This is an optimization exercise on Yosys and OpenROAD, whose aim is a short achievable clock period, not a production implementation. In this exercise RTL edits were held to simulation tests only and were not proved equivalent to the original. The clock port is modelled as an ideal driver, which makes a skipped or thinned clock tree look cheaper than it is; a real chip needs a root buffer or a tree. Power figures rest on the tool's default switching activity, not on a simulated workload.

==> flow/design.v (excerpt) <==
module mc_fifo #(
    parameter int NUM_CHANNELS      = 4,
    parameter int BUFFER_SIZE       = 16,
    parameter int DATA_WIDTH        = 32,
    parameter int ALMOST_FULL_LEVEL = 14,
    localparam int LEVEL_WIDTH      = $clog2(BUFFER_SIZE + 1)
) (
    input  logic                                clock,
    input  logic                                rst_n,
    input  logic [NUM_CHANNELS*DATA_WIDTH-1:0]  data_in,
    input  logic [NUM_CHANNELS-1:0]             data_in_valid,
    output logic [NUM_CHANNELS-1:0]             data_in_full,
    output logic [NUM_CHANNELS-1:0]             data_in_almost_full,
    output logic [NUM_CHANNELS*DATA_WIDTH-1:0]  data_out,
    output logic [NUM_CHANNELS-1:0]             data_out_valid,
    input  logic [NUM_CHANNELS-1:0]             data_out_ack,
    input  logic [NUM_CHANNELS-1:0]             flush,
    output logic [NUM_CHANNELS*LEVEL_WIDTH-1:0] level,
    output logic [NUM_CHANNELS-1:0]             overflow
);
export LEC_CHECK = 0
export ABC_CLOCK_PERIOD_IN_PS = 1500
export CAP_MARGIN = 20
export CORE_MARGIN = 2
export CORE_UTILIZATION = 55
export SETUP_SLACK_MARGIN = 2.8
export SLEW_MARGIN = 20
create_clock -name core_clock -period 4.3 [get_ports {clock}]
standard.sh (not shown) runs the stock make flow with config.mk's settings and CLKGATE_MAP_FILE= SYNTH_SCRIPT=/design/flow/synth_recipe.tcl, a recipe that flattens the netlist after the stock synthesis.
==> flow/flow/run.sh <==
#!/bin/bash
# Standard ORFS layout with three additions:
#  - flow/io.tcl: each channel's ports on one edge of the die, data_in and
#    data_out bits interleaved;
#  - flow/pull_outputs.tcl (before detailed placement): output registers and
#    their port buffers moved next to their pins;
#  - flow/post_cts.tcl (after CTS): the top of the clock tree rebuilt as four
#    inverters fed by the clock port.
# make's output goes to make.log; each ORFS step writes its own log under
# orfs/logs/.
set -euo pipefail
W=$(pwd)
bash standard.sh \
  "IO_CONSTRAINTS=$W/flow/io.tcl" \
  "PLACE_PINS_ARGS=-min_distance 5" \
  "PRE_DETAIL_PLACE_TCL=$W/flow/pull_outputs.tcl" \
  "CTS_ARGS=-sink_clustering_enable -repair_clock_nets -sink_clustering_size 20 -sink_clustering_max_diameter 100" \
  SKIP_CTS_REPAIR_TIMING=1 \
  "POST_CTS_TCL=$W/flow/post_cts.tcl" \
  finish > make.log 2>&1
==> flow/flow/pull_outputs.tcl <==
# Runs before detailed placement: moves each output port's buffer next to its
# pin, and the register that drives the buffer (with the single-load cells of
# its D-side logic) just inside it, so the register-to-output
# wires are short. Detailed placement then legalizes the moved cells.
set block [ord::get_db_block]
if {![info exists ::PULL_DEPTH]} { set ::PULL_DEPTH 3 }
set core [$block getCoreArea]
set cx0 [$core xMin]; set cy0 [$core yMin]; set cx1 [$core xMax]; set cy1 [$core yMax]
set die [$block getDieArea]
proc drv_of {net} {
  if {$net == "NULL"} { return "NULL" }
  foreach it [$net getITerms] { if {[$it isOutputSignal]} { return [$it getInst] } }
  return "NULL"
}
proc nloads {net} {
  set n 0
  foreach it [$net getITerms] { if {[$it isInputSignal]} { incr n } }
  return [expr {$n + [llength [$net getBTerms]]}]
}
proc put {inst x y} {
  if {[$inst getPlacementStatus] == "FIRM" || [$inst getPlacementStatus] == "LOCKED"} { return }
  $inst setLocation [expr {int($x)}] [expr {int($y)}]
  $inst setPlacementStatus PLACED
}
set moved 0
foreach bt [$block getBTerms] {
  if {[$bt getIoType] != "OUTPUT"} continue
  set bp [lindex [$bt getBPins] 0]
  set bb [$bp getBBox]
  set px [expr {([$bb xMin] + [$bb xMax]) / 2}]
  set py [expr {([$bb yMin] + [$bb yMax]) / 2}]
  # inward direction and clamp into core
  if {[$bb xMin] <= [$die xMin]} { set dx 1; set dy 0 } elseif {[$bb xMax] >= [$die xMax]} { set dx -1; set dy 0 } elseif {[$bb yMin] <= [$die yMin]} { set dx 0; set dy 1 } else { set dx 0; set dy -1 }
  set bx [expr {min(max($px, $cx0), $cx1 - 10000)}]
  set by [expr {min(max($py, $cy0), $cy1 - 3000)}]
  if {$dx == 1} { set bx $cx0 } elseif {$dx == -1} { set bx [expr {$cx1 - 6000}] }
  if {$dy == 1} { set by $cy0 } elseif {$dy == -1} { set by [expr {$cy1 - 2720}] }
  set buf [drv_of [$bt getNet]]
  if {$buf == "NULL"} continue
  set a [$buf findITerm A]
  if {$a == "NULL"} continue
  set ff [drv_of [$a getNet]]
  if {$ff == "NULL" || ![string match "*df*" [[$ff getMaster] getName]]} continue
  put $buf $bx $by
  put $ff [expr {$bx + $dx * 8000}] [expr {$by + $dy * 8160}]
  # Bring along the cells of the register's D-side cone that feed only
  # that cone (single-load outputs), up to PULL_DEPTH levels, each level a
  # little further inside.
  set front [list $ff]
  for {set lvl 1} {$lvl <= $::PULL_DEPTH} {incr lvl} {
    set next {}
    foreach cell $front {
      foreach it [$cell getITerms] {
        if {![$it isInputSignal]} continue
        set n [$it getNet]
        if {$n == "NULL" || [$n getSigType] == "CLOCK" || [$n getSigType] == "POWER" || [$n getSigType] == "GROUND"} continue
        set m [drv_of $n]
        if {$m == "NULL" || [nloads $n] != 1} continue
        if {[string match "*df*" [[$m getMaster] getName]]} continue
        put $m [expr {$bx + $dx * (8000 + 6000 * $lvl)}] [expr {$by + $dy * (8160 + 5440 * $lvl)}]
        lappend next $m
      }
    }
    set front $next
  }
  incr moved
}
puts "PULL moved $moved output registers"
Other scripts of this flow, unchanged in this note and not shown: flow/flow/io.tcl, flow/flow/post_cts.tcl, flow/flow/rework.tcl
The starting point produced a clean layout.
Edit:
--- a/flow/flow/pull_outputs.tcl
+++ b/flow/flow/pull_outputs.tcl
@@ -4 +4,2 @@
-# wires are short. Detailed placement then legalizes the moved cells.
+# wires are short, and makes each port buffer a buf_6. Detailed placement
+# then legalizes the moved cells.
@@ -6,0 +8,2 @@
+if {![info exists ::OUT_BUF]} { set ::OUT_BUF sky130_fd_sc_hd__buf_6 }
+set ::OUT_BUF_MASTER [[ord::get_db] findMaster $::OUT_BUF]
@@ -43,0 +47 @@
+  if {[[$buf getMaster] getName] != $::OUT_BUF} { $buf swapMaster $::OUT_BUF_MASTER }
--- a/flow/config.mk
+++ b/flow/config.mk
@@ -8 +7,0 @@
-export ABC_CLOCK_PERIOD_IN_PS = 1500
@@ -12 +11 @@
-export SETUP_SLACK_MARGIN = 2.8
+export SETUP_SLACK_MARGIN = 3.3
Worst setup slack loses 0.089 ns; sequential power climbs by about 1%; cell area came out higher by 20%; cell count came out higher by 7.5%; synthesized cell count does not change; clock power hardly moves; core utilization went up by 13 points.
Edit:
--- a/flow/flow/run.sh
+++ b/flow/flow/run.sh
@@ -17 +17 @@
-  "CTS_ARGS=-sink_clustering_enable -repair_clock_nets -sink_clustering_size 20 -sink_clustering_max_diameter 100" \
+  "CTS_ARGS=-sink_clustering_enable -repair_clock_nets -sink_clustering_size 16 -sink_clustering_max_diameter 100" \
--- a/flow/config.mk
+++ b/flow/config.mk
@@ -11 +11 @@
-export SETUP_SLACK_MARGIN = 3.3
+export SETUP_SLACK_MARGIN = 2.55
The changed run produced a clean layout.
Via count is lower by about 14%.
Maximum frequency is higher by 7.3%.
Hold slack gains 0.14 ns.
Total power is lower by 4.9%.
Worst setup slack gains 0.13 ns.
Routed wire length is lower by about 26%.
Global-route usage is lower by 7.3 points.
Cell area is lower by about 20%.
Edit:
--- a/flow/flow/run.sh
+++ b/flow/flow/run.sh
@@ -17 +17 @@
-  "CTS_ARGS=-sink_clustering_enable -repair_clock_nets -sink_clustering_size 16 -sink_clustering_max_diameter 100" \
+  "CTS_ARGS=-sink_clustering_enable -repair_clock_nets -sink_clustering_size 20 -sink_clustering_max_diameter 100" \
--- a/flow/config.mk
+++ b/flow/config.mk
@@ -10 +10 @@
-export CORE_UTILIZATION = 55
+export CORE_UTILIZATION = 45
The changed run produced a clean layout.
Worst setup slack barely changes.
Total power decreases by 4.1%.
Routed wire length decreases by 2.0%.
Area after synthesis stays the same.

========
The RTL this note starts from:
==> flow/design.v <==
module mc_fifo #(
    parameter int NUM_CHANNELS      = 4,
    parameter int BUFFER_SIZE       = 16,
    parameter int DATA_WIDTH        = 32,
    parameter int ALMOST_FULL_LEVEL = 14,
    localparam int LEVEL_WIDTH      = $clog2(BUFFER_SIZE + 1)
) (
    input  logic                                clock,
    input  logic                                rst_n,
    input  logic [NUM_CHANNELS*DATA_WIDTH-1:0]  data_in,
    input  logic [NUM_CHANNELS-1:0]             data_in_valid,
    output logic [NUM_CHANNELS-1:0]             data_in_full,
    output logic [NUM_CHANNELS-1:0]             data_in_almost_full,
    output logic [NUM_CHANNELS*DATA_WIDTH-1:0]  data_out,
    output logic [NUM_CHANNELS-1:0]             data_out_valid,
    input  logic [NUM_CHANNELS-1:0]             data_out_ack,
    input  logic [NUM_CHANNELS-1:0]             flush,
    output logic [NUM_CHANNELS*LEVEL_WIDTH-1:0] level,
    output logic [NUM_CHANNELS-1:0]             overflow
);
    localparam logic [LEVEL_WIDTH-1:0] LVL_FULL = LEVEL_WIDTH'(BUFFER_SIZE);
    for (genvar c = 0; c < NUM_CHANNELS; c++) begin : g_ch
        logic [BUFFER_SIZE*DATA_WIDTH-1:0] mem;
        logic [DATA_WIDTH-1:0]  din;
        logic [LEVEL_WIDTH-1:0] lvl_q;
        logic [BUFFER_SIZE:0]   oh_q;      
        logic                   full_q;
        logic                   afull_q;
        logic                   valid_q;
        logic                   ovf_q;
        assign din = data_in[c*DATA_WIDTH +: DATA_WIDTH];
        logic [LEVEL_WIDTH-1:0]       nlvl_q;
        logic [LEVEL_WIDTH-1:0]       lvl_cur;
        logic [3:0]                   up_c;     
        logic [3:0]                   dn_c;     
        logic [4*(BUFFER_SIZE+1)-1:0] oh_c;     
        logic [4*LEVEL_WIDTH-1:0]     lvl_c;
        logic [3:0]                   full_c;
        logic [3:0]                   afull_c;
        logic [3:0]                   valid_c;
        logic [1:0]                   op;
        assign op = {data_in_valid[c], data_out_ack[c]};
        assign up_c = {oh_q[0],           ~oh_q[BUFFER_SIZE], 1'b0,     1'b0};
        assign dn_c = {oh_q[BUFFER_SIZE], 1'b0,               ~oh_q[0], 1'b0};
        assign lvl_cur = ~nlvl_q;
        logic [BUFFER_SIZE:0]   oh_up, oh_dn;
        logic [LEVEL_WIDTH-1:0] lv_up, lv_dn, lv_hd;
        logic                   fl_up, fl_hd, af_up, af_dn, af_hd, vl_dn, vl_hd;
        assign oh_up = {oh_q[BUFFER_SIZE-1:0], 1'b0};
        assign oh_dn = {1'b0, oh_q[BUFFER_SIZE:1]};
        always_comb begin
            for (int b = 0; b < LEVEL_WIDTH - 1; b++) begin
                lv_up[b] = 1'b0;
                lv_dn[b] = 1'b0;
                lv_hd[b] = 1'b0;
                for (int i = 0; i <= BUFFER_SIZE; i++)
                    if (i[b]) begin
                        lv_up[b] = lv_up[b] | oh_up[i];
                        lv_dn[b] = lv_dn[b] | oh_dn[i];
                        lv_hd[b] = lv_hd[b] | oh_q[i];
                    end
            end
        end
        assign lv_up[LEVEL_WIDTH-1] = &lvl_cur[LEVEL_WIDTH-2:0];
        assign lv_dn[LEVEL_WIDTH-1] = 1'b0;
        assign lv_hd[LEVEL_WIDTH-1] = lvl_cur[LEVEL_WIDTH-1];
        assign fl_up = oh_up[BUFFER_SIZE];
        assign fl_hd = lvl_cur == LVL_FULL;
        assign af_up = |oh_up[BUFFER_SIZE:ALMOST_FULL_LEVEL];
        assign af_dn = |oh_dn[BUFFER_SIZE:ALMOST_FULL_LEVEL];
        assign af_hd = |oh_q[BUFFER_SIZE:ALMOST_FULL_LEVEL];
        assign vl_dn = ~oh_dn[0];
        assign vl_hd = ~oh_q[0];
        always_comb begin
            for (int k = 0; k < 4; k++) begin
                if (up_c[k]) begin
                    oh_c[k*(BUFFER_SIZE+1) +: BUFFER_SIZE+1] = oh_up;
                    lvl_c[k*LEVEL_WIDTH +: LEVEL_WIDTH]      = lv_up;
                    full_c[k]  = fl_up;
                    afull_c[k] = af_up;
                    valid_c[k] = 1'b1;
                end else if (dn_c[k]) begin
                    oh_c[k*(BUFFER_SIZE+1) +: BUFFER_SIZE+1] = oh_dn;
                    lvl_c[k*LEVEL_WIDTH +: LEVEL_WIDTH]      = lv_dn;
                    full_c[k]  = 1'b0;
                    afull_c[k] = af_dn;
                    valid_c[k] = vl_dn;
                end else begin
                    oh_c[k*(BUFFER_SIZE+1) +: BUFFER_SIZE+1] = oh_q;
                    lvl_c[k*LEVEL_WIDTH +: LEVEL_WIDTH]      = lv_hd;
                    full_c[k]  = fl_hd;
                    afull_c[k] = af_hd;
                    valid_c[k] = vl_hd;
                end
            end
        end
        always_ff @(posedge clock or negedge rst_n) begin
            if (!rst_n) begin
                lvl_q   <= '0;
                nlvl_q  <= '1;
                oh_q    <= {{BUFFER_SIZE{1'b0}}, 1'b1};
                full_q  <= 1'b0;
                afull_q <= 1'b0;
                valid_q <= 1'b0;
                ovf_q   <= 1'b0;
            end else if (flush[c]) begin
                lvl_q   <= '0;
                nlvl_q  <= '1;
                oh_q    <= {{BUFFER_SIZE{1'b0}}, 1'b1};
                full_q  <= 1'b0;
                afull_q <= 1'b0;
                valid_q <= 1'b0;
                ovf_q   <= 1'b0;
            end else begin
                lvl_q   <= lvl_c[op*LEVEL_WIDTH +: LEVEL_WIDTH];
                nlvl_q  <= ~lvl_c[op*LEVEL_WIDTH +: LEVEL_WIDTH];
                oh_q    <= oh_c[op*(BUFFER_SIZE+1) +: BUFFER_SIZE+1];
                full_q  <= full_c[op];
                afull_q <= afull_c[op];
                valid_q <= valid_c[op];
                if (data_in_valid[c] && oh_q[BUFFER_SIZE])
                    ovf_q <= 1'b1;
            end
        end
        logic                   ack_r;
        logic [BUFFER_SIZE-1:1] wr_r;
        logic [DATA_WIDTH-1:0]  din_r;
        logic [DATA_WIDTH-1:0]  ent1;
        always_ff @(posedge clock) begin
            ack_r <= data_out_ack[c];
            for (int i = 1; i < BUFFER_SIZE; i++)
                wr_r[i] <= data_in_valid[c] & (data_out_ack[c] ? oh_q[i+1] : oh_q[i]);
            din_r <= din;
        end
        assign ent1 = wr_r[1] ? din_r
                              : (ack_r ? mem[2*DATA_WIDTH +: DATA_WIDTH] : mem[DATA_WIDTH +: DATA_WIDTH]);
        always_ff @(posedge clock or negedge rst_n) begin
            if (!rst_n)
                mem[0 +: DATA_WIDTH] <= '0;
            else if (flush[c])
                mem[0 +: DATA_WIDTH] <= '0;
            else if (data_out_ack[c])
                mem[0 +: DATA_WIDTH] <= (oh_q[0] | oh_q[1]) ? (data_in_valid[c] ? din : '0) : ent1;
            else if (data_in_valid[c] && oh_q[0])
                mem[0 +: DATA_WIDTH] <= din;
        end
        for (genvar i = 1; i < BUFFER_SIZE; i++) begin : g_ent
            if (i < BUFFER_SIZE - 1) begin : g_mid
                always_ff @(posedge clock) begin
                    if (wr_r[i])
                        mem[i*DATA_WIDTH +: DATA_WIDTH] <= din_r;
                    else if (ack_r)
                        mem[i*DATA_WIDTH +: DATA_WIDTH] <= mem[(i+1)*DATA_WIDTH +: DATA_WIDTH];
                end
            end else begin : g_last
                always_ff @(posedge clock) begin
                    if (wr_r[i])
                        mem[i*DATA_WIDTH +: DATA_WIDTH] <= din_r;
                end
            end
        end
        assign data_out[c*DATA_WIDTH +: DATA_WIDTH]  = mem[0 +: DATA_WIDTH];
        assign level[c*LEVEL_WIDTH +: LEVEL_WIDTH]   = lvl_q;
        assign data_in_full[c]                       = full_q;
        assign data_in_almost_full[c]                = afull_q;
        assign data_out_valid[c]                     = valid_q;
        assign overflow[c]                           = ovf_q;
    end
endmodule
export LEC_CHECK = 0
export ABC_CLOCK_PERIOD_IN_PS = 1500
export CAP_MARGIN = 20
export CORE_MARGIN = 2
export CORE_UTILIZATION = 55
export SETUP_SLACK_MARGIN = 2.8
export SLEW_MARGIN = 20
create_clock -name core_clock -period 4.3 [get_ports {clock}]
==> flow/flow/run.sh <==
#!/bin/bash
# Standard ORFS layout with three additions:
#  - flow/io.tcl: each channel's ports on one edge of the die, data_in and
#    data_out bits interleaved;
#  - flow/pull_outputs.tcl (before detailed placement): output registers and
#    their port buffers moved next to their pins;
#  - flow/post_cts.tcl (after CTS): the top of the clock tree rebuilt as four
#    inverters fed by the clock port.
# make's output goes to make.log; each ORFS step writes its own log under
# orfs/logs/.
set -euo pipefail
W=$(pwd)
bash standard.sh \
  "IO_CONSTRAINTS=$W/flow/io.tcl" \
  "PLACE_PINS_ARGS=-min_distance 5" \
  "PRE_DETAIL_PLACE_TCL=$W/flow/pull_outputs.tcl" \
  "CTS_ARGS=-sink_clustering_enable -repair_clock_nets -sink_clustering_size 20 -sink_clustering_max_diameter 100" \
  SKIP_CTS_REPAIR_TIMING=1 \
  "POST_CTS_TCL=$W/flow/post_cts.tcl" \
  finish > make.log 2>&1
==> flow/flow/post_cts.tcl <==
# Runs inside ORFS's cts.tcl after clock_tree_synthesis (CTS repair timing is
# skipped there). Replaces the top of the clock tree with four inverters (inv_16) fed by
# the clock port, each driving the leaf buffers of one quadrant (the leaves
# become inverting buffers, so every register sees the true clock), then does
# the timing repair cts.tcl would have done.
set NTOP 4
set TOPCELL sky130_fd_sc_hd__inv_16
set LEAFCELL sky130_fd_sc_hd__bufinv_16
source [file join [file dirname [info script]] rework.tcl]
detailed_placement
estimate_parasitics -placement
set_propagated_clock [all_clocks]
report_clock_latency
repair_timing_helper
detailed_placement
check_placement -verbose
estimate_parasitics -placement
report_clock_latency
report_worst_slack -max
==> flow/flow/pull_outputs.tcl <==
# Runs before detailed placement: moves each output port's buffer next to its
# pin, and the register that drives the buffer (with the single-load cells of
# its D-side logic) just inside it, so the register-to-output
# wires are short, and makes each port buffer a buf_6. Detailed placement
# then legalizes the moved cells.
set block [ord::get_db_block]
if {![info exists ::PULL_DEPTH]} { set ::PULL_DEPTH 3 }
if {![info exists ::OUT_BUF]} { set ::OUT_BUF sky130_fd_sc_hd__buf_6 }
set ::OUT_BUF_MASTER [[ord::get_db] findMaster $::OUT_BUF]
set core [$block getCoreArea]
set cx0 [$core xMin]; set cy0 [$core yMin]; set cx1 [$core xMax]; set cy1 [$core yMax]
set die [$block getDieArea]
proc drv_of {net} {
  if {$net == "NULL"} { return "NULL" }
  foreach it [$net getITerms] { if {[$it isOutputSignal]} { return [$it getInst] } }
  return "NULL"
}
proc nloads {net} {
  set n 0
  foreach it [$net getITerms] { if {[$it isInputSignal]} { incr n } }
  return [expr {$n + [llength [$net getBTerms]]}]
}
proc put {inst x y} {
  if {[$inst getPlacementStatus] == "FIRM" || [$inst getPlacementStatus] == "LOCKED"} { return }
  $inst setLocation [expr {int($x)}] [expr {int($y)}]
  $inst setPlacementStatus PLACED
}
set moved 0
foreach bt [$block getBTerms] {
  if {[$bt getIoType] != "OUTPUT"} continue
  set bp [lindex [$bt getBPins] 0]
  set bb [$bp getBBox]
  set px [expr {([$bb xMin] + [$bb xMax]) / 2}]
  set py [expr {([$bb yMin] + [$bb yMax]) / 2}]
  # inward direction and clamp into core
  if {[$bb xMin] <= [$die xMin]} { set dx 1; set dy 0 } elseif {[$bb xMax] >= [$die xMax]} { set dx -1; set dy 0 } elseif {[$bb yMin] <= [$die yMin]} { set dx 0; set dy 1 } else { set dx 0; set dy -1 }
  set bx [expr {min(max($px, $cx0), $cx1 - 10000)}]
  set by [expr {min(max($py, $cy0), $cy1 - 3000)}]
  if {$dx == 1} { set bx $cx0 } elseif {$dx == -1} { set bx [expr {$cx1 - 6000}] }
  if {$dy == 1} { set by $cy0 } elseif {$dy == -1} { set by [expr {$cy1 - 2720}] }
  set buf [drv_of [$bt getNet]]
  if {$buf == "NULL"} continue
  set a [$buf findITerm A]
  if {$a == "NULL"} continue
  set ff [drv_of [$a getNet]]
  if {$ff == "NULL" || ![string match "*df*" [[$ff getMaster] getName]]} continue
  if {[[$buf getMaster] getName] != $::OUT_BUF} { $buf swapMaster $::OUT_BUF_MASTER }
  put $buf $bx $by
  put $ff [expr {$bx + $dx * 8000}] [expr {$by + $dy * 8160}]
  # Bring along the cells of the register's D-side cone that feed only
  # that cone (single-load outputs), up to PULL_DEPTH levels, each level a
  # little further inside.
  set front [list $ff]
  for {set lvl 1} {$lvl <= $::PULL_DEPTH} {incr lvl} {
    set next {}
    foreach cell $front {
      foreach it [$cell getITerms] {
        if {![$it isInputSignal]} continue
        set n [$it getNet]
        if {$n == "NULL" || [$n getSigType] == "CLOCK" || [$n getSigType] == "POWER" || [$n getSigType] == "GROUND"} continue
        set m [drv_of $n]
        if {$m == "NULL" || [nloads $n] != 1} continue
        if {[string match "*df*" [[$m getMaster] getName]]} continue
        put $m [expr {$bx + $dx * (8000 + 6000 * $lvl)}] [expr {$by + $dy * (8160 + 5440 * $lvl)}]
        lappend next $m
      }
    }
    set front $next
  }
  incr moved
}
puts "PULL moved $moved output registers"
Other scripts of this flow, unchanged in this note and not shown: flow/flow/io.tcl, flow/flow/rework.tcl
The baseline went through all stages and came out clean.
Then changed:
--- a/flow/flow/pull_outputs.tcl
+++ b/flow/flow/pull_outputs.tcl
@@ -3,8 +3,5 @@
 # its D-side logic) just inside it, so the register-to-output
-# wires are short, and makes each port buffer a buf_6. Detailed placement
-# then legalizes the moved cells.
+# wires are short. Detailed placement then legalizes the moved cells.
 set block [ord::get_db_block]
 if {![info exists ::PULL_DEPTH]} { set ::PULL_DEPTH 3 }
-if {![info exists ::OUT_BUF]} { set ::OUT_BUF sky130_fd_sc_hd__buf_6 }
-set ::OUT_BUF_MASTER [[ord::get_db] findMaster $::OUT_BUF]
 set core [$block getCoreArea]
@@ -46,3 +43,2 @@
   if {$ff == "NULL" || ![string match "*df*" [[$ff getMaster] getName]]} continue
-  if {[[$buf getMaster] getName] != $::OUT_BUF} { $buf swapMaster $::OUT_BUF_MASTER }
   put $buf $bx $by
- CORE_UTILIZATION: 55 -> 65
What happened: This time the run died in I/O pin placement (3_2_place_iop); synthesized area does not change; synthesized cell count is unchanged.
Then changed:
--- a/flow/flow/post_cts.tcl
+++ b/flow/flow/post_cts.tcl
@@ -4,3 +4,3 @@
 # become inverting buffers, so every register sees the true clock), then does
-# the timing repair cts.tcl would have done.
+# the timing repair cts.tcl would have done, in two passes.
 set NTOP 4
@@ -15,2 +15,7 @@
 detailed_placement
+estimate_parasitics -placement
+report_worst_slack -max
+# A second pass often finds more once the first pass's changes are placed.
+repair_timing_helper
+detailed_placement
 check_placement -verbose
--- a/flow/flow/pull_outputs.tcl
+++ b/flow/flow/pull_outputs.tcl
@@ -3,5 +3,8 @@
 # its D-side logic) just inside it, so the register-to-output
-# wires are short. Detailed placement then legalizes the moved cells.
+# wires are short, and makes each port buffer a buf_6. Detailed placement
+# then legalizes the moved cells.
 set block [ord::get_db_block]
 if {![info exists ::PULL_DEPTH]} { set ::PULL_DEPTH 3 }
+if {![info exists ::OUT_BUF]} { set ::OUT_BUF sky130_fd_sc_hd__buf_6 }
+set ::OUT_BUF_MASTER [[ord::get_db] findMaster $::OUT_BUF]
 set core [$block getCoreArea]
@@ -43,2 +46,3 @@
   if {$ff == "NULL" || ![string match "*df*" [[$ff getMaster] getName]]} continue
+  if {[[$buf getMaster] getName] != $::OUT_BUF} { $buf swapMaster $::OUT_BUF_MASTER }
   put $buf $bx $by
- ABC_CLOCK_PERIOD_IN_PS: 1500 -> not set
- CORE_UTILIZATION: 65 -> 55
- SETUP_SLACK_MARGIN: 2.8 -> 2.45
=>
- The changed run finished with timing, DRC and antenna clean
- synthesized area is unchanged
- synthesized cell count stays the same
Then changed:
--- a/flow/flow/post_cts.tcl
+++ b/flow/flow/post_cts.tcl
@@ -4,3 +4,3 @@
 # become inverting buffers, so every register sees the true clock), then does
-# the timing repair cts.tcl would have done, in two passes.
+# the timing repair cts.tcl would have done.
 set NTOP 4
@@ -15,7 +15,2 @@
 detailed_placement
-estimate_parasitics -placement
-report_worst_slack -max
-# A second pass often finds more once the first pass's changes are placed.
-repair_timing_helper
-detailed_placement
 check_placement -verbose
- SETUP_SLACK_MARGIN: 2.45 -> 2.55
After rerunning: The changed run completed without violations. Critical path depth is higher by 2. Utilization rose by 1.3 points. Via count goes up by 2.2%. Sequential power hardly moves. Power went up by 0.79%. Cell area rises by 2.2%. Wire length went up by 2.6%. Flip-flop and latch count stays the same.

[separate check: timing with driven ports]
How much do the figures lean on ideal ports? The routed layouts below were timed once more, with nothing changed but the port constraints. Step 1, drivers: a clkbuf_16 drives clock and a buf_2 each remaining input, both assumed. Step 2 moves the port delays by t, midway between the first and last clock arrival at a register: inputs arrive t later, outputs are due t later. That takes back most of the time a late clock gives input paths. Three values: no drivers, after step 1, after step 2; two values: the first two.
| run | t (ns) | slack for setup (ns) | worst setup path after step 2 | worst data-port slew with drivers (ns) | pins driven straight from the clock port |
|---|---|---|---|---|---|
| the first run of note 1 | 0.679 | 2.423 / 2.185 / 1.897 | input to register | 0.15 | 4 |
| the second run of note 1 | 0.687 | 2.333 / 2.155 / 1.937 | input to register | 0.38 | 4 |
| the third run of note 1 | 0.706 | 2.467 / 2.179 / 1.980 | input to register | 0.20 | 4 |
| the fourth run of note 1 | 0.697 | 2.469 / 2.186 / 2.014 | input to register | 0.11 | 4 |
| the first run of note 2 | 0.671 | 2.456 / 2.210 / 1.937 | input to register | 0.23 | 4 |
| the third run of note 2 | 0.669 | 2.423 / 2.206 / 1.999 | input to register | 0.15 | 4 |
| the fourth run of note 2 | 0.678 | 2.470 / 2.211 / 1.977 | input to register | 0.19 | 4 |
After both steps every run listed still meets setup and hold. For the first run of note 1, which loses most, drivers alone change the setup slack by -0.238 ns; drivers and shift together by -0.526 ns.
